This design comes from an exercise in tuning for a short achievable clock period and few clock cycles on the open sky130 flow, not from production work.
In this exercise RTL edits were held to simulation tests only and were not proved equivalent to the original.
Power figures rest on the tool's default switching activity, not on a simulated workload.

==> design/flow/design.v <==
`default_nettype none
package dcache_pkg;
  localparam int ADDR_W = 32;
  localparam int WORD_W = 32;
  localparam int BYTES_PER_WORD = WORD_W / 8;
  localparam int LINE_WORDS = 8;
  localparam int LINE_W = LINE_WORDS * WORD_W;   
  localparam int OFFSET_BITS = 5;                
  localparam int BYTE_BITS = 2;                  
  localparam int WORD_LSB = BYTE_BITS;           
  localparam int WORD_SEL_BITS = OFFSET_BITS - BYTE_BITS;
  localparam int INDEX_LSB = OFFSET_BITS;        
  typedef logic [ADDR_W-1:0] addr_t;
  typedef logic [WORD_W-1:0] word_t;
  typedef logic [LINE_W-1:0] line_t;
  typedef logic [BYTES_PER_WORD-1:0] sel_t;
  typedef logic [WORD_SEL_BITS-1:0] word_idx_t;
endpackage
`default_nettype wire
`timescale 1ns/1ps
`default_nettype none
module dcache_tag_store #(
  parameter int SET_BITS = 3
) (
  input  wire                cs,
  input  wire                reset,
  input  dcache_pkg::addr_t  cpu_adr,
  input  wire                tag_take,
  input  wire                miss_start,
  input  wire                fill_done,
  input  wire [SET_BITS-1:0] fill_set,
  output logic               hit,
  output logic [dcache_pkg::ADDR_W-SET_BITS-dcache_pkg::OFFSET_BITS-1:0] held_tag
);
  localparam int SETS = 2 ** SET_BITS;
  localparam int TAG_W = dcache_pkg::ADDR_W - SET_BITS - dcache_pkg::OFFSET_BITS;
  localparam int TAG_LSB = dcache_pkg::INDEX_LSB + SET_BITS;
  typedef logic [TAG_W-1:0] tag_t;
  typedef logic [SET_BITS-1:0] set_idx_t;
  tag_t     tags  [SETS];   
  logic     valid [SETS];
  set_idx_t set_idx;
  tag_t     tag;
  logic [SETS-1:0] set_hit;
  always_comb begin
    set_idx = cpu_adr[dcache_pkg::INDEX_LSB +: SET_BITS];
    tag     = cpu_adr[TAG_LSB +: TAG_W];
  end
  always_ff @(posedge cs) begin
    if (reset) begin
      for (int i = 0; i < SETS; i++) begin
        valid[i] <= 1'b0;
      end
    end else begin
      for (int i = 0; i < SETS; i++) begin
        if (miss_start && (set_idx == i)) begin
          valid[i] <= 1'b0;
        end else if (fill_done && (fill_set == i)) begin
          valid[i] <= 1'b1;
        end
      end
    end
  end
  always_ff @(posedge cs) begin
    if (tag_take) begin
      tags[set_idx] <= tag;
    end
  end
  always_comb begin
    for (int i = 0; i < SETS; i++) begin
      set_hit[i] = valid[i] && (tags[i] == tag);
    end
  end
  assign hit = set_hit[set_idx];
  assign held_tag = tags[fill_set];
endmodule
`default_nettype wire
`timescale 1ns/1ps
`default_nettype none
module dcache_line_store #(
  parameter int SET_BITS = 3
) (
  input  wire                   cs,
  input  dcache_pkg::addr_t     cpu_adr,
  input  wire                   word_merge,
  input  dcache_pkg::word_t     cpu_dat_w,
  input  dcache_pkg::sel_t      cpu_sel,
  output dcache_pkg::word_t     rd_word,
  output dcache_pkg::line_t     merged_line,
  input  wire                   line_fill,
  input  wire [SET_BITS-1:0]    fill_set,
  input  dcache_pkg::word_idx_t fill_word_idx,
  input  dcache_pkg::sel_t      fill_sel,
  input  dcache_pkg::word_t     fill_dat,
  input  dcache_pkg::line_t     mem_dat_r,
  output dcache_pkg::word_t     fill_word,
  output dcache_pkg::line_t     held_line,
  output dcache_pkg::line_t     fill_line
);
  localparam int SETS = 2 ** SET_BITS;
  localparam int WORDS = dcache_pkg::LINE_WORDS;
  localparam int BYTES = dcache_pkg::BYTES_PER_WORD;
  localparam int WORD_W = dcache_pkg::WORD_W;
  typedef logic [SET_BITS-1:0] set_idx_t;
  dcache_pkg::line_t      lines [SETS];
  set_idx_t               set_idx;
  dcache_pkg::word_idx_t  word_idx;
  logic [SETS-1:0]        set_dec;
  logic [WORDS-1:0]       word_dec;
  logic [WORDS*BYTES-1:0] byte_en;     
  logic [SETS-1:0]        fset_dec;
  logic [WORDS-1:0]       fword_dec;
  logic [WORDS*BYTES-1:0] fbyte_en;    
  dcache_pkg::line_t      line;
  always_comb begin
    set_idx  = cpu_adr[dcache_pkg::INDEX_LSB +: SET_BITS];
    word_idx = cpu_adr[dcache_pkg::WORD_LSB +: dcache_pkg::WORD_SEL_BITS];
    for (int s = 0; s < SETS; s++) begin
      set_dec[s]  = (set_idx == s);
      fset_dec[s] = (fill_set == s);
    end
    for (int w = 0; w < WORDS; w++) begin
      word_dec[w]  = (word_idx == w);
      fword_dec[w] = (fill_word_idx == w);
      for (int b = 0; b < BYTES; b++) begin
        byte_en[w*BYTES + b]  = word_dec[w] && cpu_sel[b];
        fbyte_en[w*BYTES + b] = fword_dec[w] && fill_sel[b];
      end
    end
  end
  always_comb begin
    line = '0;
    for (int s = 0; s < SETS; s++) begin
      line = line | (lines[s] & {dcache_pkg::LINE_W{set_dec[s]}});
    end
    held_line = '0;
    for (int s = 0; s < SETS; s++) begin
      held_line = held_line | (lines[s] & {dcache_pkg::LINE_W{fset_dec[s]}});
    end
    rd_word   = '0;
    fill_word = '0;
    for (int w = 0; w < WORDS; w++) begin
      rd_word   = rd_word   | (line[w*WORD_W +: WORD_W]      & {WORD_W{word_dec[w]}});
      fill_word = fill_word | (mem_dat_r[w*WORD_W +: WORD_W] & {WORD_W{fword_dec[w]}});
    end
  end
  always_comb begin
    for (int w = 0; w < WORDS; w++) begin
      for (int b = 0; b < BYTES; b++) begin
        merged_line[w*WORD_W + b*8 +: 8] = byte_en[w*BYTES + b] ? cpu_dat_w[b*8 +: 8]
                                                                : line[w*WORD_W + b*8 +: 8];
        fill_line[w*WORD_W + b*8 +: 8]   = fbyte_en[w*BYTES + b] ? fill_dat[b*8 +: 8]
                                                                 : mem_dat_r[w*WORD_W + b*8 +: 8];
      end
    end
  end
  always_ff @(posedge cs) begin
    for (int s = 0; s < SETS; s++) begin
      for (int i = 0; i < WORDS*BYTES; i++) begin
        if (line_fill && fset_dec[s]) begin
          lines[s][i*8 +: 8] <= fill_line[i*8 +: 8];
        end else if (word_merge && set_dec[s] && byte_en[i]) begin
          lines[s][i*8 +: 8] <= cpu_dat_w[(i%BYTES)*8 +: 8];
        end
      end
    end
  end
endmodule
`default_nettype wire
`timescale 1ns/1ps
`default_nettype none
module dcache_ctrl #(
  parameter int SET_BITS = 3
) (
  input  wire                    cs,
  input  wire                    reset,
  input  wire                    cpu_cyc,
  input  wire                    cpu_stb,
  input  wire                    cpu_we,
  input  dcache_pkg::addr_t      cpu_adr,
  input  dcache_pkg::sel_t       cpu_sel,
  input  dcache_pkg::word_t      cpu_dat_w,
  output logic                   cpu_ack,
  output dcache_pkg::word_t      cpu_dat_r,
  input  wire                    hit,
  output logic                   tag_take,
  output logic                   miss_start,
  output logic                   fill_done,
  output logic                   word_merge,
  output logic [SET_BITS-1:0]    fill_set,
  output dcache_pkg::word_idx_t  fill_word_idx,
  output dcache_pkg::sel_t       fill_sel,
  output dcache_pkg::word_t      fill_dat,
  input  dcache_pkg::word_t      rd_word,
  input  dcache_pkg::word_t      fill_word,
  input  dcache_pkg::line_t      merged_line,
  input  dcache_pkg::line_t      fill_line,
  input  dcache_pkg::line_t      held_line,
  input  wire [dcache_pkg::ADDR_W-SET_BITS-dcache_pkg::OFFSET_BITS-1:0] held_tag,
  output logic                   mem_cyc,
  output logic                   mem_stb,
  output logic                   mem_we,
  output dcache_pkg::addr_t      mem_adr,
  output dcache_pkg::line_t      mem_dat_w,
  input  wire                    mem_ack
);
  typedef enum logic [1:0] {
    IDLE,      
    RD_WAIT,   
    RESPOND    
  } state_t;
  state_t            state;
  logic              idle;
  logic              req;
  logic              port_free;
  logic              start;
  logic              wr_fill;     
  logic              filling;
  logic              ack_q;
  dcache_pkg::word_t dat_q;
  logic              take;        
  logic              cyc_q;
  logic              load_we;
  logic              we_d;
  logic              we_q;
  logic              load_wdat;
  dcache_pkg::line_t wdat_d;
  dcache_pkg::line_t wdat_q;
  logic [dcache_pkg::ADDR_W-1:dcache_pkg::OFFSET_BITS] adr_d;
  logic [dcache_pkg::ADDR_W-1:dcache_pkg::OFFSET_BITS] adr_q;
  assign idle = (state == IDLE);
  assign req  = cpu_cyc && cpu_stb;
  assign port_free = !cyc_q || (mem_ack && !wr_fill);
  assign start = idle && req && port_free && (cpu_we || !hit);
  assign filling = (state == RD_WAIT) || wr_fill;
  assign take = idle && req && port_free;
  always_comb begin
    word_merge = idle && req && cpu_we && port_free;   
    tag_take   = take;
    miss_start = start && !hit;
    fill_done  = filling && mem_ack;
  end
  always_ff @(posedge cs) begin
    if (reset) begin
      state   <= IDLE;
      ack_q   <= 1'b0;
      cyc_q   <= 1'b0;
      wr_fill <= 1'b0;
    end else begin
      ack_q <= 1'b0;
      if (mem_ack) begin
        cyc_q <= 1'b0;
      end
      if (wr_fill && mem_ack) begin
        cyc_q   <= 1'b1;   
        wr_fill <= 1'b0;
      end
      case (state)
        IDLE: begin
          if (req) begin
            if (!cpu_we && hit) begin
              ack_q <= 1'b1;
              state <= RESPOND;
            end else if (port_free) begin
              cyc_q <= 1'b1;
              if (cpu_we) begin
                wr_fill <= !hit;
                ack_q   <= 1'b1;
                state   <= RESPOND;
              end else begin
                state <= RD_WAIT;
              end
            end
          end
        end
        RD_WAIT: begin
          if (mem_ack) begin
            ack_q <= 1'b1;
            state <= RESPOND;
          end
        end
        default: begin
          state <= IDLE;
        end
      endcase
    end
  end
  assign load_we = start || (wr_fill && mem_ack);
  assign we_d    = (cpu_we && hit) || !start;
  assign adr_d   = cpu_adr[dcache_pkg::ADDR_W-1:dcache_pkg::OFFSET_BITS];
  always_ff @(posedge cs) begin
    we_q  <= (we_d && load_we) || (we_q && !load_we);
    adr_q <= take ? adr_d : {held_tag, fill_set};
  end
  always_ff @(posedge cs) begin
    if (take) begin
      fill_set      <= cpu_adr[dcache_pkg::INDEX_LSB +: SET_BITS];
      fill_word_idx <= cpu_adr[dcache_pkg::WORD_LSB +: dcache_pkg::WORD_SEL_BITS];
      fill_sel      <= cpu_we ? cpu_sel : '0;
      fill_dat      <= cpu_dat_w;
    end
  end
  assign load_wdat = word_merge || (wr_fill && mem_ack);
  assign wdat_d    = word_merge ? merged_line : fill_line;
  always_ff @(posedge cs) begin
    wdat_q <= load_wdat ? wdat_d : held_line;
  end
  always_ff @(posedge cs) begin
    dat_q <= (state == RD_WAIT) ? fill_word : rd_word;
  end
  assign cpu_ack   = ack_q;
  assign cpu_dat_r = dat_q;
  assign mem_cyc   = cyc_q;
  assign mem_stb   = cyc_q;
  assign mem_we    = we_q;
  assign mem_adr   = {adr_q, {dcache_pkg::OFFSET_BITS{1'b0}}};
  assign mem_dat_w = wdat_q;
endmodule
`default_nettype wire
`timescale 1ns/1ps
`default_nettype none
module dcache_top #(
  parameter int SET_BITS = 3
) (
  input  wire               cs,
  input  wire               reset,
  input  wire               cpu_cyc,
  input  wire               cpu_stb,
  input  wire               cpu_we,
  input  dcache_pkg::addr_t cpu_adr,
  input  dcache_pkg::sel_t  cpu_sel,
  input  dcache_pkg::word_t cpu_dat_w,
  output logic              cpu_ack,
  output dcache_pkg::word_t cpu_dat_r,
  output logic              mem_cyc,
  output logic              mem_stb,
  output logic              mem_we,
  output dcache_pkg::addr_t mem_adr,
  output dcache_pkg::line_t mem_dat_w,
  input  wire               mem_ack,
  input  dcache_pkg::line_t mem_dat_r
);
  logic                  hit;
  logic                  tag_take;
  logic                  miss_start;
  logic                  fill_done;
  logic                  word_merge;
  logic [SET_BITS-1:0]   fill_set;
  dcache_pkg::word_idx_t fill_word_idx;
  dcache_pkg::sel_t      fill_sel;
  dcache_pkg::word_t     fill_dat;
  dcache_pkg::word_t     rd_word;
  dcache_pkg::word_t     fill_word;
  dcache_pkg::line_t     merged_line;
  dcache_pkg::line_t     fill_line;
  dcache_pkg::line_t     held_line;
  logic [dcache_pkg::ADDR_W-SET_BITS-dcache_pkg::OFFSET_BITS-1:0] held_tag;
  dcache_tag_store #(
    .SET_BITS (SET_BITS)
  ) i_tag_store (
    .cs         (cs),
    .reset      (reset),
    .cpu_adr    (cpu_adr),
    .tag_take   (tag_take),
    .miss_start (miss_start),
    .fill_done  (fill_done),
    .fill_set   (fill_set),
    .hit        (hit),
    .held_tag   (held_tag)
  );
  dcache_line_store #(
    .SET_BITS (SET_BITS)
  ) i_line_store (
    .cs            (cs),
    .cpu_adr       (cpu_adr),
    .word_merge    (word_merge),
    .cpu_dat_w     (cpu_dat_w),
    .cpu_sel       (cpu_sel),
    .rd_word       (rd_word),
    .merged_line   (merged_line),
    .line_fill     (fill_done),
    .fill_set      (fill_set),
    .fill_word_idx (fill_word_idx),
    .fill_sel      (fill_sel),
    .fill_dat      (fill_dat),
    .mem_dat_r     (mem_dat_r),
    .fill_word     (fill_word),
    .held_line     (held_line),
    .fill_line     (fill_line)
  );
  dcache_ctrl #(
    .SET_BITS (SET_BITS)
  ) i_ctrl (
    .cs            (cs),
    .reset         (reset),
    .cpu_cyc       (cpu_cyc),
    .cpu_stb       (cpu_stb),
    .cpu_we        (cpu_we),
    .cpu_adr       (cpu_adr),
    .cpu_sel       (cpu_sel),
    .cpu_dat_w     (cpu_dat_w),
    .cpu_ack       (cpu_ack),
    .cpu_dat_r     (cpu_dat_r),
    .hit           (hit),
    .tag_take      (tag_take),
    .miss_start    (miss_start),
    .fill_done     (fill_done),
    .word_merge    (word_merge),
    .fill_set      (fill_set),
    .fill_word_idx (fill_word_idx),
    .fill_sel      (fill_sel),
    .fill_dat      (fill_dat),
    .rd_word       (rd_word),
    .fill_word     (fill_word),
    .merged_line   (merged_line),
    .fill_line     (fill_line),
    .held_line     (held_line),
    .held_tag      (held_tag),
    .mem_cyc       (mem_cyc),
    .mem_stb       (mem_stb),
    .mem_we        (mem_we),
    .mem_adr       (mem_adr),
    .mem_dat_w     (mem_dat_w),
    .mem_ack       (mem_ack)
  );
endmodule
`default_nettype wire
==> design/flow/run.sh <==
#!/bin/bash
# synth_recipe.tcl (not shown) runs the flow's synth.tcl, then flattens the netlist and writes it again
# the make line also repeats each setting of config.mk as NAME=value (left out here)
make -C /OpenROAD-flow-scripts/flow DESIGN_CONFIG=/design/flow/config.mk WORK_HOME=/design/flow/orfs CLKGATE_MAP_FILE= SYNTH_SCRIPT=/design/flow/synth_recipe.tcl finish
==> design/flow/config.mk <==
export PLATFORM = sky130hd
export DESIGN_NAME = dcache_top
export DESIGN_NICKNAME = dcache_top
export VERILOG_FILES = /design/flow/design.v
export SDC_FILE = /design/flow/constraint.sdc
export NUM_CORES = 4
export LEC_CHECK = 0
export ABC_CLOCK_PERIOD_IN_PS = 1000
export CAP_MARGIN = 20
export CORE_MARGIN = 2
export CORE_UTILIZATION = 55
export CTS_CLUSTER_DIAMETER = 80
export CTS_CLUSTER_SIZE = 30
export SETUP_SLACK_MARGIN = 4.4
export SLEW_MARGIN = 20
export TNS_END_PERCENT = 5
==> design/flow/constraint.sdc <==
create_clock -name core_clock -period 7.0 [get_ports {cs}]
set_input_delay 1.4000 -clock core_clock [delete_from_list [all_inputs] [get_ports {cs}]]
set_output_delay 1.4000 -clock core_clock [all_outputs]
set_load 0.01 [all_outputs]
==> metrics.csv <==
metric;value;unit
status;stopped before the end;
total CTS buffers;145;
#FFs+latches synth;2611;
input/output buffers;646;
Async SR Flop Fraction;0;
Clock Tree Buf Depth;3;
Mean Syn Cell Area;11.2;um2
sequential cell area fraction in the yosys report;0.568;
total track usage;0.766;
starting density of the core;0.551;
top_reg_cell synth;edfxtp_1;
Synth top area share;0.518;
largest net degree at the start of global routing;104;
clk root buf;clkbuf_16;
Post-synth EDFFs;2283;
num rows;180;
die width;494;um
Synth area leader;edfxtp_1;
Post-DP HPWL;495000;um
CTS H-Tree Depth;4;
GP Congestion;1.12;
yosys warns;5;
First Error;[ERROR GRT-0232] Routing congestion too high. Check the congestion heatmap in the GUI.;
# hold bufs at CTS;0;
grt total ovfl;1;
Yosys cell types;83;
dominant cell by count in the synthesized netlist;a21oi_1;
Mapped Cells;11794;
Clock Sinks;2611;
worst slack at placement;1070;ps
synth top area cells;edfxtp_1 (52%), a21oi_1 (8.7%), a22oi_1 (5.0%), dfxtp_1 (5.0%), mux2i_1 (4.1%);
Failed at;global routing;
I/O Pins;654;
Placed Cells;15104;
cell area after synthesis;132000;um2
Synth top cells by count;a21oi_1 (2297), edfxtp_1 (2283), a22oi_1 (877), clkbuf_1 (815), o21ai_0 (779);
Die Y;494;um
per-stage QoR:
stage	total power [mW]	util	area, um2
after detailed placement	23.3	0.606	145000
after global placement	23.2	0.605	145000
after CTS	34.1	0.685	164000
after floorplan	20.2	-	133000
how the worst max path moves through the flow:
| stage | start | to | slack, ps | cells after the start |
|---|---|---|---|---|
| floorplan | cpu_adr[7] | i_line_store.lines[1][24] | 3120 | 10 |
| detailed placement | mem_ack | i_line_store.lines[3][7] | 1070 | 11 |
| CTS | cpu_adr[7] | i_ctrl.dat_q[30] | 3980 | 10 |
| global placement | cpu_adr[3] | i_ctrl.wdat_q[98] | 1030 | 7 |
power groups by stage:
stage	sequential (mW)	combinational, mW	clock, mW
CTS	17.4	6.11	10.5
detailed placement	17.8	5.49	0
global placement	17.8	5.44	0
floorplan	17.8	2.41	0
repair_timing:
action / 4_1_cts
gates cloned: 98
endpoints found under the hold margin: 0
endpoints found under the setup margin: 4976
buffers inserted: 501
pin swaps: 187
gates resized for setup: 1701
routing by layer:
layer	GRT overflow	global-route usage
met1	1	0.774
met2	0	0.873
met3	0	0.670
met4	0	0.728
met5	0	0.501
cells by family after synthesis:
group | after synthesis | synth area share
buf+inv | 1213 | 0.0384
simple gates | 1825 | 0.0635
flops | 2611 | 0.568
other cells | 1 | 0.0000284
mux | 837 | 0.0746
xor+xnor | 192 | 0.0127
compound gates | 5115 | 0.243
Testbench counts, summed over its fixed seeds: cycles 12,558.
